Background: an optimization exercise with open tools, aiming at small area and a short achievable clock period. Do not read the settings as production practice.
In this exercise RTL edits were held to simulation tests only and were not proved equivalent to the original.
Power and IR drop assume default switching activity.

**design/flow/flow/run.sh**
```bash
#!/bin/bash
export CTS_ARGS="-sink_clustering_enable -repair_clock_nets -sink_clustering_size 25 -sink_clustering_max_diameter 60 -dont_use_dummy_load"
export PRE_IO_PLACEMENT_TCL="$PWD/flow/io.tcl"
sed -e 's/SETUP_SLACK_MARGIN=[0-9.]*/SETUP_SLACK_MARGIN=5.4/' standard.sh > standard_m.sh
bash standard_m.sh > standard.log 2>&1
```
**design/flow/flow/io.tcl**
```tcl
# Keep every port but the clock on one stretch of the left edge, so the
# pixel inputs, the control inputs and the registered outputs sit close
# together and the short input-to-register and register-to-output paths
# stay short.
set names {}
foreach bt [[ord::get_db_block] getBTerms] {
  set n [$bt getName]
  if {$n ne "clk"} { lappend names $n }
}
set_io_pin_constraint -pin_names $names -region left:100-250
```
**design/flow/standard.sh**
```bash
#!/bin/bash
# synth_recipe.tcl (not shown) runs the flow's synth.tcl, then flattens the netlist and writes it again
# the make line also repeats each setting of config.mk as NAME=value (left out here)
make -C /OpenROAD-flow-scripts/flow DESIGN_CONFIG=/design/flow/config.mk WORK_HOME=/design/flow/orfs CLKGATE_MAP_FILE= SYNTH_SCRIPT=/design/flow/synth_recipe.tcl "${@:-finish}"
```
**design/flow/config.mk**
```make
export PLATFORM = sky130hd
export DESIGN_NAME = rslt_writer
export DESIGN_NICKNAME = rslt_writer
export VERILOG_FILES = /design/flow/design.v
export SDC_FILE = /design/flow/constraint.sdc
export NUM_CORES = 4
export LEC_CHECK = 0
export CAP_MARGIN = 20
export CORE_MARGIN = 2
export CORE_UTILIZATION = 57
export SETUP_SLACK_MARGIN = 5
export SLEW_MARGIN = 20
export TNS_END_PERCENT = 100
```
**design/flow/constraint.sdc**
```tcl
create_clock -name core_clock -period 8.0 [get_ports {clk}]
set_input_delay 1.6000 -clock core_clock [delete_from_list [all_inputs] [get_ports {clk}]]
set_output_delay 1.6000 -clock core_clock [all_outputs]
set_load 0.01 [all_outputs]
```
**design/flow/design.v**
```verilog
module rslt_writer #(
  parameter int DATA_WIDTH      = 16,
  parameter int COL_WIDTH       = 8,
  parameter int ROW_WIDTH       = 8,
  parameter int RSLT_ADDR_WIDTH = 12,
  parameter int POOL_BUF_DEPTH  = 128
) (
  input  logic                       clk,
  input  logic                       reset,
  input  logic                       start,
  input  logic                       pool_en,
  input  logic                       relu_en,
  input  logic [COL_WIDTH-1:0]       result_cols,
  input  logic [ROW_WIDTH-1:0]       result_rows,
  input  logic [RSLT_ADDR_WIDTH-1:0] base_addr,
  input  logic                       pix_valid,
  input  logic [DATA_WIDTH-1:0]      pix_data,
  output logic                       rslt_we,
  output logic [RSLT_ADDR_WIDTH-1:0] rslt_addr,
  output logic [DATA_WIDTH-1:0]      rslt_wdata,
  output logic                       busy,
  output logic                       done,
  output logic                       err_extra
);
  localparam int DW = DATA_WIDTH;
  logic                       start_d;
  logic                       pool_q;
  logic                       relu_q;
  logic [COL_WIDTH-1:0]       cols_q;
  logic [COL_WIDTH-1:0]       col_left;    
  logic [ROW_WIDTH-1:0]       row_left;    
  logic                       rpar;        
  logic signed [DW-1:0]       h_q;         
  logic                       first;       
  logic                       shift_q;
  logic                       idle;
  logic                       arm;
  logic                       run_acc;     
  logic                       lc, lr;      
  logic                       cpar;        
  logic                       wr_run;      
  logic                       a_lc, a_lr;  
  logic                       a_wr;        
  logic                       e_relu;
  logic [COL_WIDTH-1:0]       cl_dec;
  logic signed [DW-1:0]       x;
  logic signed [DW-1:0]       xr;
  logic signed [DW-1:0]       lb;
  logic signed [DW-1:0]       a;
  logic signed [DW-1:0]       pw;
  always_comb begin
    idle    = ~busy & ~done;
    arm     = idle & start & ~start_d;
    run_acc = busy & start & pix_valid;
    lc      = (col_left == '0);
    lr      = (row_left == '0);
    cpar    = cols_q[0] ^ col_left[0];
    cl_dec  = lc ? cols_q : col_left - 1'b1;
    wr_run  = run_acc & (~pool_q | (cpar & rpar));
    a_lc    = (result_cols == '0);
    a_lr    = (result_rows == '0);
    a_wr    = pix_valid & ~pool_en;
    e_relu  = arm ? relu_en : relu_q;
  end
  logic [6:0] g;    
  logic [64*DW-1:0] seg6;
  logic [32*DW-1:0] seg5;
  logic [16*DW-1:0] seg4;
  logic [8*DW-1:0]  seg3;
  logic [4*DW-1:0]  seg2;
  logic [2*DW-1:0]  seg1;
  logic [DW-1:0]    seg0;
  logic [DW-1:0]    in6, in5, in4, in3, in2, in1, in0, inf;
  always_comb begin
    in6 = h_q;
    in5 = g[6] ? seg6[64*DW-1 -: DW] : in6;
    in4 = g[5] ? seg5[32*DW-1 -: DW] : in5;
    in3 = g[4] ? seg4[16*DW-1 -: DW] : in4;
    in2 = g[3] ? seg3[8*DW-1  -: DW] : in3;
    in1 = g[2] ? seg2[4*DW-1  -: DW] : in2;
    in0 = g[1] ? seg1[2*DW-1  -: DW] : in1;
    inf = g[0] ? seg0                : in0;
  end
  always_ff @(posedge clk) begin
    if (shift_q) begin
      seg6 <= {seg6[63*DW-1:0], in6};
      seg5 <= {seg5[31*DW-1:0], in5};
      seg4 <= {seg4[15*DW-1:0], in4};
      seg3 <= {seg3[7*DW-1:0],  in3};
      seg2 <= {seg2[3*DW-1:0],  in2};
      seg1 <= {seg1[DW-1:0],    in1};
      seg0 <= in0;
      lb   <= inf;
    end
  end
  function automatic logic sgt(input logic [DW-1:0] a,
                               input logic [DW-1:0] b);
    logic [DW-1:0] ua, ub, gt, eq;
    integer w, i;
    begin
      ua = {~a[DW-1], a[DW-2:0]};
      ub = {~b[DW-1], b[DW-2:0]};
      gt = ua & ~ub;
      eq = ~(ua ^ ub);
      for (w = 1; w < DW; w = w * 2)
        for (i = 0; i + w < DW; i = i + 2 * w) begin
          gt[i] = gt[i + w] | (eq[i + w] & gt[i]);
          eq[i] = eq[i + w] & eq[i];
        end
      sgt = gt[0];
    end
  endfunction
  logic x_gt_lb, x_gt_h, lb_gt_h;
  always_comb begin
    x       = $signed(pix_data);
    xr      = (e_relu & x[DW-1]) ? '0 : x;
    x_gt_lb = sgt(x, lb);
    x_gt_h  = sgt(x, h_q);
    lb_gt_h = sgt(lb, h_q);
    a       = lb_gt_h ? lb : h_q;
    pw      = (x_gt_lb & x_gt_h) ? x : a;
  end
  always_ff @(posedge clk) begin
    if (arm) begin
      pool_q <= pool_en;
      relu_q <= relu_en;
      cols_q <= result_cols;
      g      <= 7'((result_cols - 1'b1) >> 1);
    end
    if (arm) begin
      col_left <= (pix_valid & ~a_lc) ? result_cols - 1'b1 : result_cols;
      row_left <= (pix_valid & a_lc) ? result_rows - 1'b1 : result_rows;
      rpar     <= pix_valid & a_lc;
    end else if (run_acc) begin
      col_left <= cl_dec;
      if (lc)
        row_left <= row_left - 1'b1;
      rpar     <= rpar ^ lc;
    end
    shift_q <= run_acc & pool_q & cpar;
    if (pix_valid)
      h_q <= (cpar & ~arm) ? (x_gt_h ? x : h_q) : xr;
    if (arm)
      first <= ~a_wr;
    else if (wr_run)
      first <= 1'b0;
  end
  always_ff @(posedge clk or negedge reset) begin
    if (!reset) begin
      start_d    <= 1'b0;
      rslt_we    <= 1'b0;
      rslt_addr  <= '0;
      rslt_wdata <= '0;
      busy       <= 1'b0;
      done       <= 1'b0;
      err_extra  <= 1'b0;
    end else begin
      start_d <= start;
      if (arm) begin
        busy       <= ~(pix_valid & a_lc & a_lr);
        done       <= pix_valid & a_lc & a_lr;
        err_extra  <= 1'b0;
        rslt_we    <= a_wr;
        rslt_addr  <= base_addr;
      end else begin
        busy       <= busy & start & ~(pix_valid & lc & lr);
        done       <= (run_acc & lc & lr) | (done & start);
        err_extra  <= err_extra | (pix_valid & ~busy);
        rslt_we    <= wr_run;
        if (wr_run)
          rslt_addr <= rslt_addr + {{(RSLT_ADDR_WIDTH-1){1'b0}}, ~first};
      end
      rslt_wdata <= (~arm & pool_q) ? pw : xr;
    end
  end
endmodule
```
==> run notes, run 1 <==
Clk pwr share 31.9%; die footprint 0.123 mm^2; final cell count without fillers 4707; CTS clock-pin slew for the worst setup and hold paths approximately 0.080 ns; crit-path leading delay family flip-flops; Final Skew 0.0720 ns; Most Crowded Layer GR met1; Slowest-stage cell, CP dfrtp_1; average size of a mapped cell 24.3 um^2; Area Overhead vs Synth 11.3%; clk buf depth 3; first-pass GRT wire length 145000 um; Die Y-Extent 351 um; hold buffer count at cts 0; number of synthesized flops with an enable pin between 2000 and 2500; CTS tree built; Placed Cells 4510; Seq cells post-synth 2133; top-count cell post-synth edfxtp_1; syn nets 2935; core area around 0.12 mm^2; crit end category output pin; WL final 95100 um; Pre-Repair DR Iteration Count 5; asr flop ratio synth roughly 1.5%; H-tree Lvls 4; register area share after synthesis a little over 90%; initial core utilization a little under three fifths; warnings from Yosys 1; largest area contributor in the synthesized netlist edfxtp_1; R2R setup slack around 5.5 ns; met1 Use GR 25.8%; met3 usage under 10%; CP Class reg -> out; vias in the first global route approximately 25000; achievable frequency 0.341 GHz; routed vias/inst 5.40; Synth cell types 55; Sink Count 2133; final hold vios 0; Mapped Cells between 2000 and 3000; Int Power 15.6 mW; hold_sp seg5[214]; Synth Cell Area approximately 0.069 mm^2; Min-Delay Path Class reg -> reg; outcome complete, no violations; Sum Neg Setup Slack 0 ns; min Tclk post-route 2.93 ns; critical path peak fanout 1; top cells by count, synth edfxtp_1, nand2_1, inv_1; I/O Pins between 80 and 90; M2 GR Usage between 20% and 30%; cell row count ~130; crit-path cells buf_6; pwr dens about 250 mW/mm^2; antenna violations before repair 3; final setup vio count 0; vias 25400; final net count ~3200; unrepaired setup endpoints after global routing yes; Comb pwr share 3.8%; Synth area leaders edfxtp_1, dfrtp_1, ha_1; DIE WIDTH 351 um; Reg power frac 64.3%; Slew headroom between 30% and 40%; total CTS buffers 136; drc violations 0; worst slew pin tran 0.971 ns; Peak VDD IR 0.000214 V; PortBufs 81; share of cells above drive strength 1 14.1%; Worst setup startpoint rslt_wdata[11]; static leakage 23.3 nW; Worst EP arrival around 1.3 ns; pin count of the biggest net entering global routing 198; max_cap viols 0; GPL Wtd Cong 0.807; Slowest Stage Delay on Critical Path 0.46 ns; global route overflow 0; Final Cycle Share 36.6%; Final HPWL DP 47500 um; Slew Viols, Final 0; Synth top area share about 92%; drt wl/cell 20.2 um; Final ANT Viol Nets 0; Tot GR Track Use 15.4%; reg-to-reg startpoint h_q[9]; top_reg_cell synth edfxtp_1; P_sw 3.65 mW; drt initial violations around 2500; Clock Latency Late Sink roughly 0.74 ns; Setup crit start kind flop; Buffers & Inverters on Critical Path 1; switching fraction of total power a little under a fifth; CP required 6.40 ns; Root Driver clkbuf_16; Ant. Diodes 0
==> logic make-up (layout without fill, tap and decap cells) <==
| group | count (synthesis) | count (layout) | synth area share (%) |
|---|---|---|---|
| DFF | 2133 | 2133 | 93.0 |
| and+or+nand+nor | 248 | 251 | 1.80 |
| AOI/OAI and AO/OA | 164 | 164 | 1.48 |
| buffers and inverters | 106 | 367 | 0.652 |
| muxes | 94 | 94 | 1.64 |
| adders and majority gates | 54 | 54 | 0.984 |
| xor gates and xnor gates | 32 | 32 | 0.408 |
==> worst paths after layout <==
path | endpoint | cells after the start
worst max-delay path | rslt_wdata[11] | 1
worst min-delay path | seg5[230] | 0
worst max register to register | rslt_wdata[8] | 10
worst min register to register | seg5[230] | 0
max in group asynchronous | busy | 2
min in group asynchronous | rslt_addr[6] | 2
==> state kept, by name (all words and copies together), names as in the netlist, 32 cells and up <==
register,flops
seg2,64
seg4,256
seg6,1024
seg1,32
seg3,128
seg5,512
==> power by group through the flow <==
stage / sequential (mW) / clock (mW) / combinational [mW]
final: 12.4 / 6.16 / 0.724
after global routing: 12.4 / 6.79 / 0.788
after CTS: 12.4 / 6.43 / 0.671
after detailed placement: 12.7 / 0 / 0.562
after global placement: 12.7 / 0 / 0.549
after floorplan: 12.8 / 0 / 0.259
==> timing repair <==
item,4_1_cts,5_1_grt
endpoints found under the setup margin,946,961
buffers inserted,43,7
pin swaps,35,27
resized for setup,369,76
gates cloned,7,4
==> stage by stage <==
stage	hold slack, ns	worst slack (ns)	util, %	area [um^2]	total power, mW
floorplan	0.400	-6.80	-	68700	13.0
global placement	0.401	2.90	59.8	71600	13.2
detailed placement	0.405	2.93	59.8	71600	13.2
CTS	0.383	5.02	63.4	75900	19.5
global route	0.384	5.03	63.9	76400	20.0
finish	0.382	5.07	63.9	76400	19.3
==> layout by cell type, fill, tap and decap left out, types with 6 or more instances in the layout <==
cell / instances
a21oi_1: 44
a21oi_2: 7
a31o_2: 17
and2_1: 46
buf_12: 10
buf_16: 8
buf_2: 17
buf_4: 50
buf_6: 29
buf_8: 7
clkbuf_16: 140
clkdlybuf4s15_2: 6
clkdlybuf4s50_1: 21
dfrtp_1: 29
edfxtp_1: 2098
ha_1: 34
ha_4: 18
inv_1: 62
mux2_2: 38
mux2_4: 10
mux2i_1: 37
mux2i_4: 8
nand2_1: 72
nand2b_1: 18
nand3_1: 14
nand4_1: 6
nor2_1: 41
nor3_1: 12
o211ai_1: 17
o21ai_0: 35
o22ai_1: 6
o31ai_4: 6
xnor2_1: 16
xor2_1: 16
==> layer usage <==
metal / share of wire (%) / wire length, um
met5: 0.012 / 11
met4: 2.2 / 2080
met3: 4.8 / 4610
met2: 41 / 38900
met1: 52 / 49500
==> final cells by class <==
class | count | area, um^2
fill | 7885 | 43200
sequential | 2133 | 63900
multi-input combinational | 595 | 5030
inverter | 69 | 278
tap | 1612 | 2020
timing repair buffer | 162 | 1840
clock buffer | 136 | 3400
==> run 2: changes to the inputs <==
==> design/flow/flow/run.sh (replaced) <==
#!/bin/bash
export CTS_ARGS="-sink_clustering_enable -repair_clock_nets -sink_clustering_size 25 -sink_clustering_max_diameter 60 -dont_use_dummy_load"
export PRE_IO_PLACEMENT_TCL="$PWD/flow/io.tcl"
sed -e 's/SETUP_SLACK_MARGIN=[0-9.]*/SETUP_SLACK_MARGIN=5.3 MATCH_CELL_FOOTPRINT=0/' standard.sh > standard_m.sh
bash standard_m.sh > standard.log 2>&1
==> run notes, run 2 <==
most frequent cells in the layout edfxtp_1, clkbuf_16, nand2_1 (unchanged); Setup crit start kind flop (unchanged); crit-path leading delay family flip-flops (unchanged); syn nets 2935 (unchanged); switching fraction of total power 18.9% (about the same); Synth cell types 55 (unchanged); drt initial violations 2473 (was 2469); Final Cycle Share 36.5% (was 36.6%); PortBufs 81 (unchanged); Worst EP arrival 1.32 ns (was 1.33 ns); Area Overhead vs Synth 11.0% (was 11.3%); final setup vio count 0 (unchanged); CP required 6.40 ns (about the same); post-synthesis mux area share 1.64% (unchanged); largest family of logic cells by synthesized area simple AND/OR/NAND/NOR gates (unchanged); Reg power frac 64.4% (was 64.3%); Die Y-Extent 351 um (unchanged); die footprint 0.123 mm^2 (unchanged); Synth area leaders edfxtp_1, dfrtp_1, ha_1 (unchanged); final hold vios 0 (unchanged); WHS Path Cells 0 (unchanged); Min-Delay Path Class reg -> reg (unchanged); crit end category output pin (unchanged); Largest regs seg6 (1024), seg5 (512), seg4 (256) (unchanged); achievable frequency 0.342 GHz (was 0.341 GHz); first-pass GRT wire length 144000 um (was 145000 um); min Tclk post-route 2.92 ns (was 2.93 ns); worst slew pin tran 0.968 ns (was 0.971 ns); largest area contributor in the synthesized netlist edfxtp_1 (unchanged); Post-Synth Adder-Cell Area 0.984% (unchanged); routed vias/inst 5.38 (was 5.40); pin count of the biggest net entering global routing 198 (unchanged); outcome complete, no violations (unchanged); Most flops, register seg6 (unchanged); H-tree Lvls 4 (unchanged); cell row count 127 (unchanged); Clk pwr share 32.0% (was 31.9%); average size of a mapped cell 24.3 um^2 (unchanged); Mapped Cells 2831 (unchanged); CTS tree built (unchanged); Final HPWL DP 47500 um (unchanged); Slew headroom 35.5% (was 35.3%); static leakage 23.3 nW (about the same); total CTS buffers 136 (unchanged); CTS clock-pin slew for the worst setup and hold paths 0.08 ns (about the same); top-count cell post-synth edfxtp_1 (unchanged); Final Skew 0.0725 ns (was 0.0720 ns); core area 0.120 mm^2 (unchanged); R2R setup slack 5.37 ns (was 5.45 ns); hold endpoint seg5[230] (unchanged); crit-path cells buf_6 (unchanged); hold_sp seg5[214] (unchanged); WL final 94200 um (was 95100 um); Synth top area share 91.8% (unchanged); vias in the first global route 24600 (was 24700); top_reg_cell synth edfxtp_1 (unchanged); hold buffer count at cts 0 (unchanged); Tot GR Track Use 15.3% (was 15.4%); Clock Latency Late Sink 0.74 ns (about the same); number of synthesized flops with an enable pin 2098 (unchanged); register area share after synthesis 93.0% (unchanged); warnings from Yosys 1 (unchanged); Int Power 15.6 mW (about the same); Worst Hold Slack 0.382 ns (about the same); Seq cells post-synth 2133 (unchanged); Final ANT Viol Nets 0 (unchanged); Slowest Stage Delay on Critical Path 0.45 ns (was 0.46 ns); DIE WIDTH 351 um (unchanged); initial core utilization 57.4% (unchanged); I/O Pins 82 (unchanged); Slowest-stage cell, CP dfrtp_1 (unchanged); P_sw 3.64 mW (was 3.65 mW); post-synthesis compound-gate area fraction 1.48% (unchanged); CP Class reg -> out (unchanged); drt wl/cell 20.0 um (was 20.2 um); pwr dens 253 mW/mm^2 (was 252 mW/mm^2); Largest register FFs 1024 (unchanged); Sink Count 2133 (unchanged); commonest non-fill, non-tap cell in the layout edfxtp_1 (unchanged); reg-to-reg startpoint g[6] (was h_q[9]); vias 25300 (was 25400); Pre-Repair DR Iteration Count 5 (unchanged); Comb pwr share 3.6% (was 3.8%); unrepaired setup endpoints after global routing yes (unchanged); FILL cells 7924 (was 7885); reg2reg end lb[4] (was rslt_wdata[8]); final net count 3196 (was 3201); Peak VDD IR 0.000213 V (was 0.000214 V); Synth Cell Area 0.0687 mm^2 (unchanged); Buffers & Inverters on Critical Path 1 (unchanged); share of cells above drive strength 1 13.4% (was 14.1%); drc violations 0 (unchanged); critical path peak fanout 1 (unchanged); post-synthesis xor/xnor area fraction 0.408% (unchanged); asr flop ratio synth 1.55% (unchanged); Root Driver clkbuf_16 (unchanged); clk buf depth 3 (unchanged); simple-gate share of the synthesized area 1.80% (unchanged); antenna violations before repair 6 (was 3); Sum Neg Setup Slack 0 ns (unchanged); global route overflow 0 (unchanged); Slew Viols, Final 0 (unchanged); worst r2r path cells 7 (was 10); top cells by count, synth edfxtp_1, nand2_1, inv_1 (unchanged); max_cap viols 0 (unchanged); GPL Wtd Cong 0.807 (unchanged)
## run 2: cell counts after synthesis
No cell type changed its count.
## run 2: final cells by class
| class | instances | area (um^2) | share of cell area [%] |
|---|---|---|---|
| clock buffers | 136 | 3400 | 4.47 |
| diodes | 3 | 7.51 | 0.00985 |
| inverters | 69 | 288 | 0.378 |
| well taps | 1612 | 2020 | 2.65 |
| multi-input cells | 595 | 4900 | 6.43 |
| repair buffers | 157 | 1720 | 2.25 |
| flip-flops and latches | 2133 | 63900 | 83.8 |
## run 2: through the flow
| step | instances | setup WS [ns] | instance area [um^2] | util [%] | total power, mW |
|---|---|---|---|---|---|
| floorplan | 2831 | -6.80 | 68700 | - | 13.0 |
| global placement | 4510 | 2.90 | 71600 | 59.8 | 13.2 |
| detailed placement | 4510 | 2.93 | 71600 | 59.8 | 13.2 |
| CTS | 4685 | 5.03 | 75500 | 63.1 | 19.5 |
| global route | 4704 | 5.03 | 76200 | 63.7 | 20.0 |
| finish | 4705 | 5.08 | 76200 | 63.7 | 19.3 |
## run 2: what timing repair did
action,CTS,global route
resized for setup,201,135
setup buffers,34,14
gates cloned,5,3
pin swaps,19,27
setup endpoints to repair,716,954
## run 2: per-layer routing
metal	GRT usage (%)	share of wire, %
met5	0	0.027
met4	4.95	2.2
met3	3.33	4.6
met2	19.9	41
met1	25.7	52
## run 2: cells by family (layout without fill, tap and decap cells)
group,Yosys count,after routing
muxes,94,94
AOI/OAI and AO/OA,164,164
xor gates and xnor gates,32,32
DFF,2133,2133
other,0,3
buffers and inverters,106,362
and+or+nand+nor,248,251
adders and majority gates,54,54
## run 2: how the worst max path moves through the flow
stage,startpoint,cells after the start,endpoint
floorplan,shift_q,0,lb[0]
global placement,pix_data[9],8,rslt_wdata[10]
detailed placement,pix_data[9],8,rslt_wdata[8]
CTS,rslt_wdata[11],1,rslt_wdata[11]
global route,rslt_wdata[11],1,rslt_wdata[11]
finish,rslt_wdata[11],1,rslt_wdata[11]
## run 2: power by group through the flow
stage	clock, mW	sequential (mW)	combinational, mW
after floorplan	0	12.8	0.259
after global placement	0	12.7	0.549
after detailed placement	0	12.7	0.562
after CTS	6.43	12.4	0.635
after global routing	6.78	12.4	0.753
final	6.16	12.4	0.690
==> run 3: changes to the inputs <==
--- a/design/flow/design.v
+++ b/design/flow/design.v
@@ -63,5 +63,6 @@
     e_relu  = arm ? relu_en : relu_q;
   end
-  logic [6:0] g;    
+  logic [6:0] g;
+  assign g = cols_q[7:1];
   logic [64*DW-1:0] seg6;
   logic [32*DW-1:0] seg5;
@@ -126,5 +127,4 @@
       relu_q <= relu_en;
       cols_q <= result_cols;
-      g      <= 7'((result_cols - 1'b1) >> 1);
     end
     if (arm) begin
@@ -138,5 +138,5 @@
       rpar     <= rpar ^ lc;
     end
-    shift_q <= run_acc & pool_q & cpar;
+    shift_q <= run_acc & pool_q & (cpar | lc);
     if (pix_valid)
       h_q <= (cpar & ~arm) ? (x_gt_h ? x : h_q) : xr;
==> design/flow/flow/run.sh (replaced) <==
#!/bin/bash
export CTS_ARGS="-sink_clustering_enable -repair_clock_nets -sink_clustering_size 25 -sink_clustering_max_diameter 60 -dont_use_dummy_load"
export PRE_IO_PLACEMENT_TCL="$PWD/flow/io.tcl"
sed -e 's/SETUP_SLACK_MARGIN=[0-9.]*/SETUP_SLACK_MARGIN=5.2/' standard.sh > standard_m.sh
bash standard_m.sh > standard.log 2>&1
==> run notes, run 3 <==
Seq cells post-synth 2126 (was 2133); total CTS buffers 133 (was 136); drc violations 0 (unchanged); top cells by count, synth edfxtp_1, inv_1, nand2_1 (was edfxtp_1, nand2_1, inv_1); core area 0.118 mm^2 (was 0.120 mm^2); Final HPWL DP 47600 um (was 47500 um); Core Util, Final 63.9% (was 63.7%); Area Overhead vs Synth 10.9% (was 11.0%); global route overflow 0 (unchanged); H-tree Lvls 4 (unchanged); cell row count 126 (was 127); average size of a mapped cell 24.3 um^2 (about the same); Final Power 19.0 mW (was 19.3 mW); vias 25300 (about the same); post-route cell area 0.0757 mm^2 (was 0.0762 mm^2); Mapped Cells 2806 (was 2831); GPL Wtd Cong 0.796 (was 0.807); FILL cells 7731 (was 7924); Die Y-Extent 350 um (was 351 um); clk buf depth 3 (unchanged); dpl cell area 0.0712 mm^2 (was 0.0716 mm^2); Most flops, register seg6 (unchanged); final net count 3179 (was 3196); register area share after synthesis 93.3% (was 93.0%); Setup crit start kind input pin (was flop); Synth area leaders edfxtp_1, dfrtp_1, ha_1 (unchanged); Worst setup startpoint result_cols[6] (was rslt_wdata[11]); Clk pwr share 31.9% (was 32.0%); final cell count without fillers 4673 (was 4705); static leakage 23.1 nW (was 23.3 nW); CTS tree built (unchanged); Synth Cell Area 0.0682 mm^2 (was 0.0687 mm^2); drt initial violations 2437 (was 2473); I/O Pins 82 (unchanged); max_cap viols 0 (unchanged); top_reg_cell synth edfxtp_1 (unchanged); syn nets 2910 (was 2935); first-pass GRT wire length 145000 um (was 144000 um); CP Class in -> reg (was reg -> out); CP required 8.61 ns (was 6.40 ns); warnings from Yosys 1 (unchanged); Peak VDD IR 0.000220 V (was 0.000213 V); Root Driver clkbuf_16 (unchanged); most frequent cells in the layout edfxtp_1, clkbuf_16, inv_1 (was edfxtp_1, clkbuf_16, nand2_1); CTS clock-pin slew for the worst setup and hold paths 0.09 ns (was 0.08 ns); Tot GR Track Use 15.5% (was 15.3%); Sum Neg Setup Slack 0 ns (unchanged); Final Skew 0.0824 ns (was 0.0725 ns); top-count cell post-synth edfxtp_1 (unchanged); largest area contributor in the synthesized netlist edfxtp_1 (unchanged); vias in the first global route 24500 (was 24600); Reg power frac 64.8% (was 64.4%); commonest non-fill, non-tap cell in the layout edfxtp_1 (unchanged); DIE WIDTH 350 um (was 351 um); routed vias/inst 5.41 (was 5.38); Int Power 15.5 mW (was 15.6 mW); Placed Cells 4473 (was 4510); Final ANT Viol Nets 0 (unchanged); Comb pwr share 3.3% (was 3.6%); asr flop ratio synth 1.55% (about the same); WL final 95600 um (was 94200 um); initial core utilization 57.6% (was 57.4%); hold_sp seg2[6] (was seg5[214]); drt wl/cell 20.5 um (was 20.0 um); P_sw 3.58 mW (was 3.64 mW); Pre-Repair DR Iteration Count 5 (unchanged); Slew headroom 32.2% (was 35.5%); unrepaired setup endpoints after global routing yes (unchanged); antenna violations before repair 0 (was 6); pin count of the biggest net entering global routing 193 (was 198); Largest regs seg6 (1024), seg5 (512), seg4 (256) (unchanged); Synth cell types 55 (unchanged); final hold vios 0 (unchanged); Clock Latency Late Sink 0.72 ns (was 0.74 ns); Ant. Diodes 0 (was 3); critical path peak fanout 4 (was 1); pwr dens 252 mW/mm^2 (was 253 mW/mm^2); share of cells above drive strength 1 13.8% (was 13.4%); switching fraction of total power 18.8% (was 18.9%); die footprint 0.122 mm^2 (was 0.123 mm^2); crit end category flop (was output pin); final setup vio count 0 (unchanged); Largest register FFs 1024 (unchanged); Slew Viols, Final 0 (unchanged); Min-Delay Path Class reg -> reg (unchanged); min Tclk post-route 3.06 ns (was 2.92 ns); Sink Count 2126 (was 2133); achievable frequency 0.327 GHz (was 0.342 GHz); PortBufs 81 (unchanged); reg-to-reg startpoint cols_q[7] (was g[6]); number of synthesized flops with an enable pin 2091 (was 2098); Synth top area share 92.1% (was 91.8%); outcome complete, no violations (unchanged); Worst EP arrival 3.67 ns (was 1.32 ns); worst slew pin tran 1.02 ns (was 0.968 ns); Final Cycle Share 38.2% (was 36.5%)
run 3: through the flow:
| step | setup WS, ns | hold WS [ns] |
|---|---|---|
| after global placement | 2.66 | 0.400 |
| after floorplan | -6.80 | 0.400 |
| after detailed placement | 2.55 | 0.405 |
| final | 4.94 | 0.332 |
| after global routing | 4.94 | 0.335 |
| after CTS | 4.89 | 0.323 |
run 3: kinds of logic (layout without fill, tap and decap cells):
| group | count (synthesis) | after routing | share of synthesized area [%] |
|---|---|---|---|
| AOI/OAI and AO/OA | 175 | 175 | 1.62 |
| xor gates and xnor gates | 27 | 27 | 0.347 |
| and+or+nand+nor | 237 | 239 | 1.85 |
| DFF | 2126 | 2126 | 93.3 |
| muxes | 81 | 81 | 1.28 |
| buffers and inverters | 106 | 371 | 0.589 |
| adders and majority gates | 54 | 54 | 0.991 |
run 3: power groups by stage:
stage / Combinational (mW) / Sequential [mW] / Clock, mW
after floorplan: 0.213 / 12.7 / 0
after global placement: 0.488 / 12.6 / 0
after detailed placement: 0.502 / 12.6 / 0
after CTS: 0.576 / 12.3 / 6.36
after global routing: 0.690 / 12.4 / 6.72
final: 0.630 / 12.3 / 6.08
run 3: path summary, 6_finish.rpt:
| check | endpoint | slack, ns | cells past startpoint |
|---|---|---|---|
| max in group asynchronous | rslt_wdata[6] | 6.30 | 2 |
| hold reg to reg | seg2[22] | 0.33 | 0 |
| hold / removal | seg2[22] | 0.33 | 0 |
| min in group asynchronous | rslt_wdata[12] | 1.34 | 2 |
| setup reg to reg | lb[6] | 5.32 | 7 |
| setup / recovery | done | 4.94 | 8 |
run 3: critical path, cell delays in order:
cell      delay (ns)
buf_8           0.10
or4_4           0.53
or3_4           0.40
buf_6           0.14
or4_4           0.52
nor3_4          0.22
a211oi_2        0.05
nor2b_1         0.11
run 3: cell type report:
cell class | instances | area, um^2 | area share, %
repair inverters | 3 | 20.0 | 0.0265
well taps | 1600 | 2000 | 2.65
repair buffers | 165 | 1700 | 2.25
multi-input cells | 576 | 4660 | 6.16
flip-flops and latches | 2126 | 63700 | 84.1
inverters | 70 | 284 | 0.375
clock buffers | 133 | 3330 | 4.40
run 3: what timing repair did:
action,CTS,global route
hold buffers,0,0
pin swaps,28,28
resized for setup,341,76
setup endpoints to repair,904,845
gates cloned,9,1
setup buffers,41,16
run 3: metal layers:
metal  global-route usage, %  share of wire (%)  up-vias
li1                        -                  -    11500
met1                    26.5                 52    13100
met2                    20.4                 41      504
met3                    2.84                4.2      136
met4                    4.49                1.9        0
met5                       0                  0        -
==> run 4: changes to the inputs <==
--- a/design/flow/config.mk
+++ b/design/flow/config.mk
@@ -8,5 +8,5 @@
 export CAP_MARGIN = 20
 export CORE_MARGIN = 2
-export CORE_UTILIZATION = 57
+export CORE_UTILIZATION = 60
 export SETUP_SLACK_MARGIN = 5
 export SLEW_MARGIN = 20
==> run notes, run 4 <==
Slew headroom 24.7% (was 32.2%); top cells by count, synth edfxtp_1, inv_1, nand2_1 (unchanged); core area 0.113 mm^2 (was 0.118 mm^2); Root Driver clkbuf_16 (unchanged); average size of a mapped cell 24.3 um^2 (unchanged); pwr dens 253 mW/mm^2 (was 252 mW/mm^2); FILL cells 7047 (was 7731); Peak VDD IR 0.000198 V (was 0.000220 V); Tot GR Track Use 16.3% (was 15.5%); Largest register FFs 1024 (unchanged); max_cap viols 0 (unchanged); critical path peak fanout 4 (unchanged); DIE WIDTH 341 um (was 350 um); vias 25500 (was 25300); Seq cells post-synth 2126 (unchanged); Worst Hold Slack 0.364 ns (was 0.332 ns); cell row count 123 (was 126); first-pass GRT wire length 145000 um (about the same); Final ANT Viol Nets 0 (unchanged); Synth cell types 55 (unchanged); register area 0.0637 mm^2 (unchanged); Mapped Cells 2806 (unchanged); drt wl/cell 20.7 um (was 20.5 um); Min-Delay Path Class reg -> reg (unchanged); DP Worst Slack 2.79 ns (was 2.55 ns); Final Cycle Share 38.0% (was 38.2%); Final WS setup 4.96 ns (was 4.94 ns); achievable frequency 0.329 GHz (was 0.327 GHz); syn nets 2910 (unchanged); vias in the first global route 25000 (was 24500); Final Skew 0.0595 ns (was 0.0824 ns); Slowest-stage cell, CP or4_4 (unchanged); register area share after synthesis 93.3% (unchanged); routed vias/inst 5.57 (was 5.41); number of synthesized flops with an enable pin 2091 (unchanged); Synth area leaders edfxtp_1, dfrtp_1, ha_1 (unchanged); Final HPWL DP 47100 um (was 47600 um); Sum Neg Setup Slack 0 ns (unchanged); Sink Count 2126 (unchanged); CP Class in -> reg (unchanged); PortBufs 81 (unchanged); share of cells above drive strength 1 13.9% (was 13.8%); Clock Latency Late Sink 0.74 ns (was 0.72 ns); Worst EP arrival 3.46 ns (was 3.67 ns); antenna violations before repair 1 (was 0); top_reg_cell synth edfxtp_1 (unchanged); R2R setup slack 5.28 ns (was 5.32 ns); H-tree Lvls 4 (unchanged); die footprint 0.116 mm^2 (was 0.122 mm^2); total CTS buffers 137 (was 133); drt initial violations 2428 (was 2437); WL final 94900 um (was 95600 um); hold_sp seg6[54] (was seg2[6]); Slew Viols, Final 0 (unchanged); Area Overhead vs Synth 10.8% (was 10.9%); Most flops, register seg6 (unchanged); post-route cell area 0.0756 mm^2 (was 0.0757 mm^2); commonest non-fill, non-tap cell in the layout edfxtp_1 (unchanged); final setup vio count 0 (unchanged); final hold vios 0 (unchanged); CTS clock-pin slew for the worst setup and hold paths 0.08 ns (was 0.09 ns); Placed Cells 4374 (was 4473); Die Y-Extent 341 um (was 350 um); most frequent cells in the layout edfxtp_1, clkbuf_16, nand2_1 (was edfxtp_1, clkbuf_16, inv_1); drc violations 0 (unchanged); top-count cell post-synth edfxtp_1 (unchanged); I/O Pins 82 (unchanged); Ant. Diodes 0 (unchanged); crit-path leading delay family simple AND/OR/NAND/NOR gates (unchanged); Multi-input gate area 0.00465 mm^2 (was 0.00466 mm^2); WHS Path Cells 0 (unchanged); CTS tree built (unchanged); final cell count without fillers 4575 (was 4673); Synth Cell Area 0.0682 mm^2 (unchanged); warnings from Yosys 1 (unchanged); reg2reg end lb[13] (was lb[6]); crit-path cells buf_8, or4_4, or3_4, or4_4, nor2_4, xnor2_2, a21oi_2 (was buf_8, or4_4, or3_4, buf_6, or4_4, nor3_4, a211oi_2, nor2b_1); CP dominant cell by count or4_4 (unchanged); dpl cell area 0.0711 mm^2 (was 0.0712 mm^2); worst r2r path cells 7 (unchanged); Largest regs seg6 (1024), seg5 (512), seg4 (256) (unchanged); worst slew pin tran 1.13 ns (was 1.02 ns); hold buffer count at cts 0 (unchanged); outcome complete, no violations (unchanged); Buffers & Inverters on Critical Path 1 (was 2); pin count of the biggest net entering global routing 217 (was 193); clk buf depth 3 (unchanged); unrepaired setup endpoints after global routing yes (unchanged); reg-to-reg startpoint cols_q[7] (unchanged); hold endpoint seg6[70] (was seg2[22]); global route overflow 0 (unchanged); static leakage 23.1 nW (about the same); asr flop ratio synth 1.55% (unchanged); Pre-Repair DR Iteration Count 7 (was 5); min Tclk post-route 3.04 ns (was 3.06 ns); GPL Wtd Cong 0.849 (was 0.796); final net count 3181 (was 3179); Setup crit start kind input pin (unchanged); initial core utilization 60.5% (was 57.6%); Synth top area share 92.1% (unchanged); CP required 8.42 ns (was 8.61 ns); crit end category flop (unchanged); Worst setup startpoint result_cols[6] (unchanged); largest area contributor in the synthesized netlist edfxtp_1 (unchanged); Slowest Stage Delay on Critical Path 0.52 ns (was 0.53 ns)
==> run 4: kinds of logic after synthesis <==
logic type	Yosys count	share of synthesized area (%)
xor gates and xnor gates	27	0.347
DFF	2126	93.3
buffers and inverters	106	0.589
and+or+nand+nor	237	1.85
adders and majority gates	54	0.991
muxes	81	1.28
AOI/OAI and AO/OA	175	1.62
==> run 4: what timing repair did <==
item,CTS,global route
buffers inserted,38,17
gates cloned,6,3
pin swaps,33,20
resized for setup,345,58
setup endpoints to repair,299,870
==> run 4: routing by layer <==
layer	track usage, %	share of wire [%]	up-vias
met5	0	0.014	-
met4	4.99	2.2	2
met3	3.15	4.3	173
met2	21.9	42	511
met1	27.3	52	13300
li1	-	-	11500
==> run 4: through the flow <==
stage | utilization, % | total power, mW
2_1_floorplan | - | 12.9
3_3_place_gp | 63.1 | 13.1
3_5_place_dp | 63.1 | 13.1
4_1_cts | 66.7 | 19.4
5_1_grt | 67.1 | 19.8
6_report | 67.1 | 19.1
==> run 4: worst max path at each step <==
| stage | end | cells after the start |
|---|---|---|
| global placement | rslt_wdata[4] | 8 |
| detailed placement | rslt_wdata[3] | 8 |
| CTS | row_left[7] | 9 |
| floorplan | lb[0] | 0 |
| finish | row_left[7] | 7 |
| global route | row_left[7] | 9 |
==> run 4: layout make-up <==
| type | instances | share of cell area (%) |
|---|---|---|
| timing repair buffer | 165 | 2.23 |
| timing repair inverter | 2 | 0.0166 |
| clock buffer | 137 | 4.53 |
| tap | 1500 | 2.48 |
| multi-input combinational | 575 | 6.15 |
| sequential | 2126 | 84.2 |
| inverter | 70 | 0.376 |
==> run 4: where the power goes <==
| part | total, mW | switching [mW] | internal [mW] |
|---|---|---|---|
| sequential | 12.3 | 0.0887 | 12.3 |
| combinational | 0.618 | 0.355 | 0.263 |
| clock | 6.17 | 3.14 | 3.03 |
==> run 5: changes to the inputs <==
==> design/flow/flow/run.sh (replaced) <==
#!/bin/bash
export CTS_ARGS="-sink_clustering_enable -repair_clock_nets -sink_clustering_size 25 -sink_clustering_max_diameter 60 -dont_use_dummy_load"
export PRE_IO_PLACEMENT_TCL="$PWD/flow/io.tcl"
sed -e 's/SETUP_SLACK_MARGIN=[0-9.]*/SETUP_SLACK_MARGIN=5.1/' standard.sh > standard_m.sh
bash standard_m.sh > standard.log 2>&1
--- a/design/flow/config.mk
+++ b/design/flow/config.mk
@@ -8,5 +8,5 @@
 export CAP_MARGIN = 20
 export CORE_MARGIN = 2
-export CORE_UTILIZATION = 60
+export CORE_UTILIZATION = 57
 export SETUP_SLACK_MARGIN = 5
 export SLEW_MARGIN = 20
==> run notes, run 5 <==
outcome complete, no violations (unchanged); Peak VDD IR 0.000221 V (was 0.000198 V); Min-Delay Path Class reg -> reg (unchanged); Final ANT Viol Nets 0 (unchanged); CP required 8.46 ns (was 8.42 ns); achievable frequency 0.323 GHz (was 0.329 GHz); max_cap viols 0 (unchanged); CP dominant cell by count or4_4 (unchanged); Final Skew 0.0869 ns (was 0.0595 ns); final net count 3166 (was 3181); static leakage 22.9 nW (was 23.1 nW); worst r2r path cells 6 (was 7); total CTS buffers 133 (was 137); crit-path cells buf_8, or4_4, or3_4, or4_4, nor3_4, xnor2_1, o21ai_2 (was buf_8, or4_4, or3_4, or4_4, nor2_4, xnor2_2, a21oi_2); critical path peak fanout 3 (was 4); Largest regs seg6 (1024), seg5 (512), seg4 (256) (unchanged); Setup crit start kind input pin (unchanged); Final HPWL DP 47600 um (was 47100 um); top-count cell post-synth edfxtp_1 (unchanged); final setup vio count 0 (unchanged); routed vias/inst 5.43 (was 5.57); CTS clock-pin slew for the worst setup and hold paths 0.09 ns (was 0.08 ns); Ant. Diodes 0 (unchanged); Mapped Cells 2806 (unchanged); warnings from Yosys 1 (unchanged); drc violations 0 (unchanged); WL final 94900 um (about the same); Slew headroom 33.0% (was 24.7%); cell row count 126 (was 123); clk buf depth 3 (unchanged); H-tree Lvls 4 (unchanged); GPL Wtd Cong 0.796 (was 0.849); Most flops, register seg6 (unchanged); Seq cells post-synth 2126 (unchanged); Largest register FFs 1024 (unchanged); Slowest-stage cell, CP or4_4 (unchanged); min Tclk post-route 3.09 ns (was 3.04 ns); most frequent cells in the layout edfxtp_1, clkbuf_16, inv_1 (was edfxtp_1, clkbuf_16, nand2_1); Slew Viols, Final 0 (unchanged); share of cells above drive strength 1 12.9% (was 13.9%); I/O Pins 82 (unchanged); commonest non-fill, non-tap cell in the layout edfxtp_1 (unchanged); average size of a mapped cell 24.3 um^2 (unchanged); reg2reg end lb[5] (was lb[13]); WP depth 7 (unchanged); Worst Hold Slack 0.325 ns (was 0.364 ns); unrepaired setup endpoints after global routing yes (unchanged); top_reg_cell synth edfxtp_1 (unchanged); CTS tree built (unchanged); CP Class in -> reg (unchanged); R2R setup slack 5.25 ns (was 5.28 ns); register area share after synthesis 93.3% (unchanged); PortBufs 81 (unchanged); Root Driver clkbuf_16 (unchanged); Clock Latency Late Sink 0.73 ns (was 0.74 ns); crit end category flop (unchanged); worst slew pin tran 1.01 ns (was 1.13 ns); largest area contributor in the synthesized netlist edfxtp_1 (unchanged); vias 25300 (was 25500); Sum Neg Setup Slack 0 ns (unchanged); drt initial violations 2449 (was 2428); final cell count without fillers 4660 (was 4575); antenna violations before repair 0 (was 1); hold_sp seg2[6] (was seg6[54]); Synth area leaders edfxtp_1, dfrtp_1, ha_1 (unchanged); Worst setup startpoint result_cols[6] (unchanged); Sink Count 2126 (unchanged); vias in the first global route 24400 (was 25000); crit-path leading delay family simple AND/OR/NAND/NOR gates (unchanged); Synth Cell Area 0.0682 mm^2 (unchanged); Tot GR Track Use 15.3% (was 16.3%); global route overflow 0 (unchanged); Pre-Repair DR Iteration Count 5 (was 7); Area Overhead vs Synth 10.4% (was 10.8%); Worst EP arrival 3.55 ns (was 3.46 ns); number of synthesized flops with an enable pin 2091 (unchanged); DIE WIDTH 350 um (was 341 um); Final Cycle Share 38.7% (was 38.0%); Die Y-Extent 350 um (was 341 um); asr flop ratio synth 1.55% (unchanged); drt wl/cell 20.4 um (was 20.7 um); die footprint 0.122 mm^2 (was 0.116 mm^2); FILL cells 7753 (was 7047); final hold vios 0 (unchanged); Synth top area share 92.1% (unchanged); WHS Path Cells 0 (unchanged); initial core utilization 57.6% (was 60.5%); Final Power 19.0 mW (was 19.1 mW); core area 0.118 mm^2 (was 0.113 mm^2); first-pass GRT wire length 144000 um (was 145000 um); Slowest Stage Delay on Critical Path 0.53 ns (was 0.52 ns); hold endpoint seg2[22] (was seg6[70]); syn nets 2910 (unchanged); Buffers & Inverters on Critical Path 1 (unchanged); reg-to-reg startpoint cols_q[4] (was cols_q[7]); Placed Cells 4473 (was 4374); pwr dens 253 mW/mm^2 (about the same); top cells by count, synth edfxtp_1, inv_1, nand2_1 (unchanged); Synth cell types 55 (unchanged); pin count of the biggest net entering global routing 218 (was 217)
-- run 5: worst register-to-register path, delay by kind of cell (launching register included) --
kind,cells,cell delay [ns]
flip-flops,1,0.37
AO/OA/AOI/OAI,2,0.68
buffers and inverters,2,0.94
multiplexers,2,0.52
-- run 5: worst max path at each step --
stage / to / slack [ns]
after floorplan: lb[0] / -6.80
after global routing: row_left[5] / 4.91
final: row_left[5] / 4.91
after detailed placement: rslt_wdata[1] / 2.55
after global placement: rslt_wdata[1] / 2.66
after CTS: row_left[5] / 4.89
-- run 5: kinds of logic (layout without fill, tap and decap cells) --
family / count (synthesis) / after routing / share of synthesized area, %
AOI/OAI and AO/OA: 175 / 175 / 1.62
xor gates and xnor gates: 27 / 27 / 0.347
adders and majority gates: 54 / 54 / 0.991
buffers and inverters: 106 / 358 / 0.589
DFF: 2126 / 2126 / 93.3
muxes: 81 / 81 / 1.28
and+or+nand+nor: 237 / 239 / 1.85
-- run 5: per-stage QoR --
step | area [um^2] | utilization, % | setup slack, ns
after floorplan | 68200 | - | -6.80
after global placement | 71200 | 60.1 | 2.66
after detailed placement | 71200 | 60.1 | 2.55
after CTS | 74900 | 63.3 | 4.89
after global routing | 75300 | 63.6 | 4.91
final | 75300 | 63.6 | 4.91
-- run 5: power by group --
group	internal, mW	leakage (nW)	switching (mW)	total (mW)
clock	2.95	1.64	3.13	6.08
combinational	0.250	2.82	0.350	0.599
sequential	12.3	18.5	0.0862	12.3
total	15.5	22.9	3.57	19.0
-- run 5: layer usage --
metal | global-route usage [%] | wire length, um | vias to the layer above | share of wire [%]
li1 | - | - | 11500 | -
met1 | 26.3 | 49800 | 13200 | 52
met2 | 20.1 | 39100 | 523 | 41
met3 | 2.85 | 4140 | 143 | 4.4
met4 | 4.44 | 1830 | 0 | 1.9
met5 | 0 | 0 | - | 0
-- run 5: cell type report --
class	instances	area [um^2]	area share, %
Clock buffer	133	3330	4.42
Inverter	70	279	0.371
Multi-Input combinational cell	576	4540	6.03
Sequential cell	2126	63700	84.6
Tap cell	1600	2000	2.66
Timing Repair Buffer	153	1460	1.93
Timing Repair inverter	2	12.5	0.0166
-- run 5: repair_timing --
item	CTS	global route
setup endpoints to repair	399	774
cloned	5	2
gates resized for setup	285	73
pin swaps	24	23
buffers inserted	31	15
endpoints found under the hold margin	0	0
hold buffers	0	0
==> run 6: changes to the inputs <==
==> design/flow/flow/run.sh (replaced) <==
#!/bin/bash
export CTS_ARGS="-sink_clustering_enable -repair_clock_nets -sink_clustering_size 25 -sink_clustering_max_diameter 60 -dont_use_dummy_load"
export PRE_IO_PLACEMENT_TCL="$PWD/flow/io.tcl"
sed -e 's/SETUP_SLACK_MARGIN=[0-9.]*/SETUP_SLACK_MARGIN=5.3/' standard.sh > standard_m.sh
bash standard_m.sh > standard.log 2>&1
==> run notes, run 6 <==
Synth Cell Area 0.0682 mm^2 (unchanged); Final ANT Viol Nets 0 (unchanged); vias 25400 (was 25300); Tot GR Track Use 15.4% (was 15.3%); Sink Count 2126 (unchanged); Sum Neg Setup Slack 0 ns (unchanged); final net count 3194 (was 3166); unrepaired setup endpoints after global routing yes (unchanged); Most flops, register seg6 (unchanged); I/O Pins 82 (unchanged); outcome complete, no violations (unchanged); Post-Synth Adder-Cell Area 0.991% (unchanged); vias in the first global route 24600 (was 24400); initial core utilization 57.6% (unchanged); Slowest Stage Delay on Critical Path 0.53 ns (about the same); Slowest-stage cell, CP or4_4 (unchanged); top_reg_cell synth edfxtp_1 (unchanged); Largest register FFs 1024 (unchanged); Final HPWL DP 47600 um (unchanged); pin count of the biggest net entering global routing 218 (unchanged); routed vias/inst 5.42 (was 5.43); Root Driver clkbuf_16 (unchanged); warnings from Yosys 1 (unchanged); share of cells above drive strength 1 15.1% (was 12.9%); crit-path leading delay family simple AND/OR/NAND/NOR gates (unchanged); simple-gate share of the synthesized area 1.85% (unchanged); die footprint 0.122 mm^2 (unchanged); post-synthesis mux area share 1.28% (unchanged); final hold vios 0 (unchanged); first-pass GRT wire length 145000 um (was 144000 um); Seq cells post-synth 2126 (unchanged); total CTS buffers 133 (unchanged); Min-Delay Path Class reg -> reg (unchanged); asr flop ratio synth 1.55% (unchanged); critical path peak fanout 4 (was 3); Setup crit start kind input pin (unchanged); DIE WIDTH 350 um (unchanged); max_cap viols 0 (unchanged); WL final 96000 um (was 94900 um); core area 0.118 mm^2 (unchanged); post-synthesis compound-gate area fraction 1.62% (unchanged); post-synthesis xor/xnor area fraction 0.347% (unchanged); Synth cell types 55 (unchanged); Worst EP arrival 3.66 ns (was 3.55 ns); final setup vio count 0 (unchanged); Synth area leaders edfxtp_1, dfrtp_1, ha_1 (unchanged); CTS tree built (unchanged); crit-path cells buf_8, or4_4, or3_4, buf_6, or4_4, nor3_4, a211oi_2, nor2b_1 (was buf_8, or4_4, or3_4, or4_4, nor3_4, xnor2_1, o21ai_2); Synth top area share 92.1% (unchanged); static leakage 23.2 nW (was 22.9 nW); min Tclk post-route 3.05 ns (was 3.09 ns); average size of a mapped cell 24.3 um^2 (unchanged); Slew Viols, Final 0 (unchanged); largest area contributor in the synthesized netlist edfxtp_1 (unchanged); commonest non-fill, non-tap cell in the layout edfxtp_1 (unchanged); drt initial violations 2458 (was 2449); Clock Latency Late Sink 0.73 ns (about the same); top cells by count, synth edfxtp_1, inv_1, nand2_1 (unchanged); CP Class in -> reg (unchanged); global route overflow 0 (unchanged); Die Y-Extent 350 um (unchanged); Ant. Diodes 0 (unchanged); Slew headroom 34.5% (was 33.0%); Mapped Cells 2806 (unchanged); top-count cell post-synth edfxtp_1 (unchanged); Final Skew 0.0843 ns (was 0.0869 ns); GPL Wtd Cong 0.796 (unchanged); largest family of logic cells by synthesized area simple AND/OR/NAND/NOR gates (unchanged); Final Cycle Share 38.1% (was 38.7%); cell row count 126 (unchanged); drc violations 0 (unchanged); Pre-Repair DR Iteration Count 5 (unchanged); antenna violations before repair 0 (unchanged); CP required 8.61 ns (was 8.46 ns); worst slew pin tran 0.982 ns (was 1.01 ns); PortBufs 81 (unchanged); Buffers & Inverters on Critical Path 2 (was 1); achievable frequency 0.328 GHz (was 0.323 GHz); R2R setup slack 5.35 ns (was 5.25 ns); Final Power 19.1 mW (was 19.0 mW); syn nets 2910 (unchanged); most frequent cells in the layout edfxtp_1, clkbuf_16, buf_4 (was edfxtp_1, clkbuf_16, inv_1); register area share after synthesis 93.3% (unchanged); number of synthesized flops with an enable pin 2091 (unchanged); CP dominant cell by count or4_4 (unchanged); drt wl/cell 20.5 um (was 20.4 um); Area Overhead vs Synth 11.5% (was 10.4%); clk buf depth 3 (unchanged); Largest regs seg6 (1024), seg5 (512), seg4 (256) (unchanged); Peak VDD IR 0.000221 V (about the same); pwr dens 251 mW/mm^2 (was 253 mW/mm^2); H-tree Lvls 4 (unchanged); crit end category flop (unchanged); CTS clock-pin slew for the worst setup and hold paths 0.09 ns (about the same)
## run 6: kinds of logic after synthesis
logic type	after synthesis
buffers and inverters	106
DFF	2126
adders and majority gates	54
and+or+nand+nor	237
muxes	81
xor gates and xnor gates	27
AOI/OAI and AO/OA	175
## run 6: area by class of cell
class	count	area (um^2)
Timing Repair Buffer	180	1910
Timing Repair inverter	3	17.5
Sequential cell	2126	63700
Clock buffer	133	3330
Fill cell	7701	42400
Inverter	70	284
Multi-Input combinational cell	576	4830
Tap cell	1600	2000
## run 6: final timing paths
path                                 from             end  depth (start not counted)
max                        result_cols[6]            done                          8
min                               seg2[6]        seg2[22]                          0
max reg2reg                       h_q[15]  rslt_wdata[15]                          7
min reg2reg                       seg2[6]        seg2[22]                          0
max in group asynchronous           reset   rslt_wdata[6]                          2
min in group asynchronous           reset  rslt_wdata[12]                          2
## run 6: where the power goes
| group | switching [mW] | internal (mW) |
|---|---|---|
| logic | 0.367 | 0.289 |
| clock network | 3.13 | 2.95 |
| registers | 0.0865 | 12.3 |
| total | 3.59 | 15.5 |
## run 6: metrics by stage
step | util, % | instance area, um^2 | hold WS, ns | instances | setup slack [ns]
4_1_cts | 63.6 | 75300 | 0.323 | 4657 | 4.89
2_1_floorplan | - | 68200 | 0.400 | 2806 | -6.80
5_1_grt | 64.2 | 76000 | 0.335 | 4688 | 4.94
3_5_place_dp | 60.1 | 71200 | 0.405 | 4473 | 2.55
3_3_place_gp | 60.1 | 71200 | 0.400 | 4473 | 2.66
6_report | 64.2 | 76000 | 0.333 | 4688 | 4.95
## run 6: repair_timing
action,4_1_cts,5_1_grt
endpoints found under the hold margin,0,0
hold buffers,0,0
cloned,7,4
pin swaps,36,45
gates resized for setup,383,93
endpoints found under the setup margin,1208,514
setup buffers,44,26
## run 6: layer usage
| layer | GRT usage [%] | up-vias | share of wire, % |
|---|---|---|---|
| li1 | - | 11500 | - |
| met5 | 0 | - | 0 |
| met1 | 26.3 | 13200 | 52 |
| met4 | 4.54 | 0 | 2.1 |
| met2 | 20.3 | 509 | 41 |
| met3 | 2.86 | 146 | 4.1 |
==> run 7: changes to the inputs <==
--- a/design/flow/design.v
+++ b/design/flow/design.v
@@ -63,6 +63,5 @@
     e_relu  = arm ? relu_en : relu_q;
   end
-  logic [6:0] g;
-  assign g = cols_q[7:1];
+  logic [6:0] g;    
   logic [64*DW-1:0] seg6;
   logic [32*DW-1:0] seg5;
@@ -127,4 +126,5 @@
       relu_q <= relu_en;
       cols_q <= result_cols;
+      g      <= 7'((result_cols - 1'b1) >> 1);
     end
     if (arm) begin
@@ -138,5 +138,5 @@
       rpar     <= rpar ^ lc;
     end
-    shift_q <= run_acc & pool_q & (cpar | lc);
+    shift_q <= run_acc & pool_q & cpar;
     if (pix_valid)
       h_q <= (cpar & ~arm) ? (x_gt_h ? x : h_q) : xr;
==> design/flow/flow/run.sh (replaced) <==
#!/bin/bash
export CTS_ARGS="-sink_clustering_enable -repair_clock_nets -sink_clustering_size 25 -sink_clustering_max_diameter 60 -dont_use_dummy_load"
export PRE_IO_PLACEMENT_TCL="$PWD/flow/io.tcl"
sed -e 's/SETUP_SLACK_MARGIN=[0-9.]*/SETUP_SLACK_MARGIN=5.2 MATCH_CELL_FOOTPRINT=0/' standard.sh > standard_m.sh
bash standard_m.sh > standard.log 2>&1
--- a/design/flow/config.mk
+++ b/design/flow/config.mk
@@ -8,5 +8,5 @@
 export CAP_MARGIN = 20
 export CORE_MARGIN = 2
-export CORE_UTILIZATION = 57
+export CORE_UTILIZATION = 60
 export SETUP_SLACK_MARGIN = 5
 export SLEW_MARGIN = 20
==> run notes, run 7 <==
outcome complete, no violations (unchanged); max_cap viols 0 (unchanged); Peak VDD IR 0.000187 V (was 0.000221 V); commonest non-fill, non-tap cell in the layout edfxtp_1 (unchanged); top_reg_cell synth edfxtp_1 (unchanged); vias 25300 (was 25400); pwr dens 254 mW/mm^2 (was 251 mW/mm^2); P_sw 3.62 mW (was 3.59 mW); PortBufs 81 (unchanged); global route overflow 0 (unchanged); Clk pwr share 31.8% (was 31.9%); worst r2r path cells 10 (was 7); Min-Delay Path Class reg -> reg (unchanged); Worst EP arrival 1.30 ns (was 3.66 ns); unrepaired setup endpoints after global routing yes (unchanged); crit end category output pin (was flop); Synth Cell Area 0.0687 mm^2 (was 0.0682 mm^2); Tot GR Track Use 16.5% (was 15.4%); Core Util, Final 66.4% (was 64.2%); antenna violations before repair 7 (was 0); min Tclk post-route 2.90 ns (was 3.05 ns); reg-to-reg startpoint h_q[9] (was h_q[15]); Largest register FFs 1024 (unchanged); I/O Pins 82 (unchanged); FILL cells 7242 (was 7701); register area share after synthesis 93.0% (was 93.3%); drc violations 0 (unchanged); CTS tree built (unchanged); drt initial violations 2545 (was 2458); Synth cell types 55 (unchanged); Area Overhead vs Synth 10.2% (was 11.5%); H-tree Lvls 4 (unchanged); Slowest Stage Delay on Critical Path 0.45 ns (was 0.53 ns); Synth area leaders edfxtp_1, dfrtp_1, ha_1 (unchanged); Int Power 15.6 mW (was 15.5 mW); top-count cell post-synth edfxtp_1 (unchanged); WP depth 1 (was 8); crit-path cells buf_6 (was buf_8, or4_4, or3_4, buf_6, or4_4, nor3_4, a211oi_2, nor2b_1); average size of a mapped cell 24.3 um^2 (about the same); Root Driver clkbuf_16 (unchanged); total CTS buffers 134 (was 133); Reg power frac 64.7% (about the same); Largest regs seg6 (1024), seg5 (512), seg4 (256) (unchanged); static leakage 23.2 nW (about the same); Slowest-stage cell, CP dfrtp_2 (was or4_4); routed vias/inst 5.50 (was 5.42); Sum Neg Setup Slack 0 ns (unchanged); Final WS setup 5.10 ns (was 4.95 ns); largest area contributor in the synthesized netlist edfxtp_1 (unchanged); worst slew pin tran 1.02 ns (was 0.982 ns); clk buf depth 3 (unchanged); dpl cell area 0.0715 mm^2 (was 0.0712 mm^2); Multi-input gate area 0.00472 mm^2 (was 0.00483 mm^2); final net count 3194 (unchanged); Mapped Cells 2831 (was 2806); Final HPWL DP 49200 um (was 47600 um); core area 0.114 mm^2 (was 0.118 mm^2); final setup vio count 0 (unchanged); final hold vios 0 (unchanged); GPL Wtd Cong 0.808 (was 0.796); critical path peak fanout 1 (was 4); crit-path leading delay family flip-flops (was simple AND/OR/NAND/NOR gates); top cells by count, synth edfxtp_1, nand2_1, inv_1 (was edfxtp_1, inv_1, nand2_1); Most flops, register seg6 (unchanged); Buffers & Inverters on Critical Path 1 (was 2); Comb pwr share 3.5% (was 3.4%); drt wl/cell 21.0 um (was 20.5 um); warnings from Yosys 1 (unchanged); most frequent cells in the layout edfxtp_1, clkbuf_16, nand2_1 (was edfxtp_1, clkbuf_16, buf_4); DIE WIDTH 342 um (was 350 um); first-pass GRT wire length 147000 um (was 145000 um); Worst setup startpoint rslt_wdata[5] (was result_cols[6]); Slew headroom 32.2% (was 34.5%); pin count of the biggest net entering global routing 207 (was 218); switching fraction of total power 18.8% (about the same); Final Cycle Share 36.2% (was 38.1%); achievable frequency 0.345 GHz (was 0.328 GHz); register area 0.0639 mm^2 (was 0.0637 mm^2); Setup crit start kind flop (was input pin); CP Class reg -> out (was in -> reg); Seq cells post-synth 2133 (was 2126); post-route cell area 0.0757 mm^2 (was 0.0760 mm^2); initial core utilization 60.3% (was 57.6%); WL final 96700 um (was 96000 um); vias in the first global route 25100 (was 24600); Clock Latency Late Sink 0.74 ns (was 0.73 ns); DP Worst Slack 3.28 ns (was 2.55 ns); Die Y-Extent 342 um (was 350 um); Pre-Repair DR Iteration Count 5 (unchanged); cell row count 124 (was 126); R2R setup slack 5.28 ns (was 5.35 ns); reg2reg end rslt_wdata[8] (was rslt_wdata[15]); CP required 6.40 ns (was 8.61 ns); die footprint 0.117 mm^2 (was 0.122 mm^2); Slew Viols, Final 0 (unchanged); CTS clock-pin slew for the worst setup and hold paths 0.08 ns (was 0.09 ns); syn nets 2935 (was 2910); hold buffer count at cts 0 (unchanged); Final Power 19.2 mW (was 19.1 mW); Synth top area share 91.8% (was 92.1%); number of synthesized flops with an enable pin 2098 (was 2091); Worst Setup EP rslt_wdata[5] (was done); Sink Count 2133 (was 2126); Final ANT Viol Nets 0 (unchanged); Final Skew 0.0708 ns (was 0.0843 ns); share of cells above drive strength 1 12.9% (was 15.1%); asr flop ratio synth 1.55% (about the same)
[run 7: cells by family after synthesis]
family                   after synthesis  synth area share, %
flip-flops                          2133                 93.0
AND/OR/NAND/NOR                      248                 1.80
AO/OA/AOI/OAI                        164                 1.48
adder cells (fa/ha/maj)               54                0.984
multiplexers                          94                 1.64
XOR/XNOR                              32                0.408
buffers and inverters                106                0.652
[run 7: power by group through the flow]
stage	registers [mW]	logic [mW]	clock network (mW)
after global placement	12.7	0.549	0
after detailed placement	12.7	0.563	0
after global routing	12.4	0.734	6.72
after CTS	12.4	0.618	6.38
final	12.4	0.668	6.10
after floorplan	12.8	0.259	0
[run 7: final cells by class]
class | count | share of cell area, %
tap | 1512 | 2.50
timing repair buffer | 158 | 2.03
antenna | 1 | 0.00331
inverter | 69 | 0.357
clock buffer | 134 | 4.43
multi-input combinational | 594 | 6.25
sequential | 2133 | 84.4
[run 7: metal layers]
metal / vias to the layer above / global-route usage [%] / share of wire [%]
met1: 13100 / 27.3 / 51
met2: 482 / 22.4 / 42
met3: 150 / 3.67 / 4.9
met5: - / 0 / 0.070
li1: 11500 / - / -
met4: 10 / 4.21 / 1.7
[run 7: repair_timing]
item                       CTS  global route
resized for setup          179            91
setup endpoints to repair  339           742
setup buffers               29            15
pin swaps                   12            27
gates cloned                 3             2
[run 7: stage by stage]
step / hold WS (ns) / cells
3_5_place_dp: 0.405 / 4417
6_report: 0.378 / 4601
5_1_grt: 0.382 / 4600
4_1_cts: 0.377 / 4583
2_1_floorplan: 0.400 / 2831
3_3_place_gp: 0.400 / 4417
[run 7: how the worst min path moves through the flow]
stage          startpoint  endpoint  slack, ns  cells after the start
5_1_grt          seg3[66]  seg3[82]       0.38                      0
2_1_floorplan     seg1[0]  seg1[16]       0.40                      0
4_1_cts          seg3[55]  seg3[71]       0.38                      0
3_3_place_gp     seg3[11]  seg3[27]       0.40                      0
3_5_place_dp     seg2[22]  seg2[38]       0.40                      0
6_report         seg3[55]  seg3[71]       0.38                      0
==> run 8: changes to the inputs <==
--- a/design/flow/flow/io.tcl
+++ b/design/flow/flow/io.tcl
@@ -8,3 +8,3 @@
   if {$n ne "clk"} { lappend names $n }
 }
-set_io_pin_constraint -pin_names $names -region left:100-250
+set_io_pin_constraint -pin_names $names -region left:130-220
--- a/design/flow/config.mk
+++ b/design/flow/config.mk
@@ -8,5 +8,5 @@
 export CAP_MARGIN = 20
 export CORE_MARGIN = 2
-export CORE_UTILIZATION = 60
+export CORE_UTILIZATION = 57
 export SETUP_SLACK_MARGIN = 5
 export SLEW_MARGIN = 20
==> run notes, run 8 <==
top-count cell post-synth edfxtp_1 (unchanged); largest area contributor in the synthesized netlist edfxtp_1 (unchanged); cell row count 127 (was 124); Synth area leaders edfxtp_1, dfrtp_1, ha_1 (unchanged); post-synthesis compound-gate area fraction 1.48% (unchanged); outcome stopped before the end (was complete, no violations); warnings from Yosys 1 (unchanged); Err [ERROR PPL-0111] 1 constraint(s) does not have available slots for the pins.; Synth top area share 91.8% (unchanged); simple-gate share of the synthesized area 1.80% (unchanged); largest family of logic cells by synthesized area simple AND/OR/NAND/NOR gates (unchanged); number of synthesized flops with an enable pin 2098 (unchanged); asr flop ratio synth 1.55% (unchanged); Failed at 3_2_place_iop; register area share after synthesis 93.0% (unchanged); top_reg_cell synth edfxtp_1 (unchanged); post-synthesis mux area share 1.64% (unchanged); Die Y-Extent 351 um (was 342 um); syn nets 2935 (unchanged); Post-Synth Adder-Cell Area 0.984% (unchanged); average size of a mapped cell 24.3 um^2 (unchanged); post-synthesis xor/xnor area fraction 0.408% (unchanged); Synth cell types 55 (unchanged); Mapped Cells 2831 (unchanged); Seq cells post-synth 2133 (unchanged); initial core utilization 57.4% (was 60.3%); Synth Cell Area 0.0687 mm^2 (unchanged); top cells by count, synth edfxtp_1, nand2_1, inv_1 (unchanged); DIE WIDTH 351 um (was 342 um)
==> run 8: kinds of logic after synthesis <==
group,after synthesis
buf+inv,106
xor+xnor,32
flops,2133
mux,94
compound gates,164
simple gates,248
fa+ha+maj,54

==> re-timing with driven ports <==
Ports are ideal in the flow. The routed layouts listed here were re-timed in OpenROAD. Step 1: set_driving_cell puts a clkbuf_16 on clk and a buf_2 on each other input, an assumption about the parent block. Step 2 also shifts input and output timing later by t, the mid clock arrival at the registers, as if the neighbouring blocks saw the same clock. Three values: ideal, step 1, step 2; two values: the first two.
| run | t, ns | slack for setup (ns) | slew at the worst register clock pin (ns) |
|---|---|---|---|
| run 1 | 0.780 | 5.069 / 4.994 / 4.489 | 0.09 / 0.09 |
| run 2 | 0.780 | 5.080 / 5.004 / 4.439 | 0.09 / 0.09 |
| run 3 | 0.754 | 4.942 / 4.970 / 4.217 | 0.09 / 0.09 |
| run 4 | 0.779 | 4.962 / 4.987 / 4.208 | 0.09 / 0.09 |
| run 5 | 0.758 | 4.907 / 4.936 / 4.179 | 0.09 / 0.09 |
| run 6 | 0.756 | 4.953 / 4.982 / 4.227 | 0.09 / 0.09 |
| run 7 | 0.770 | 5.100 / 5.029 / 4.420 | 0.09 / 0.09 |
After both steps every run listed still meets setup and hold. For run 4, which loses most, drivers alone change the setup slack by +0.025 ns; drivers and shift together by -0.754 ns.
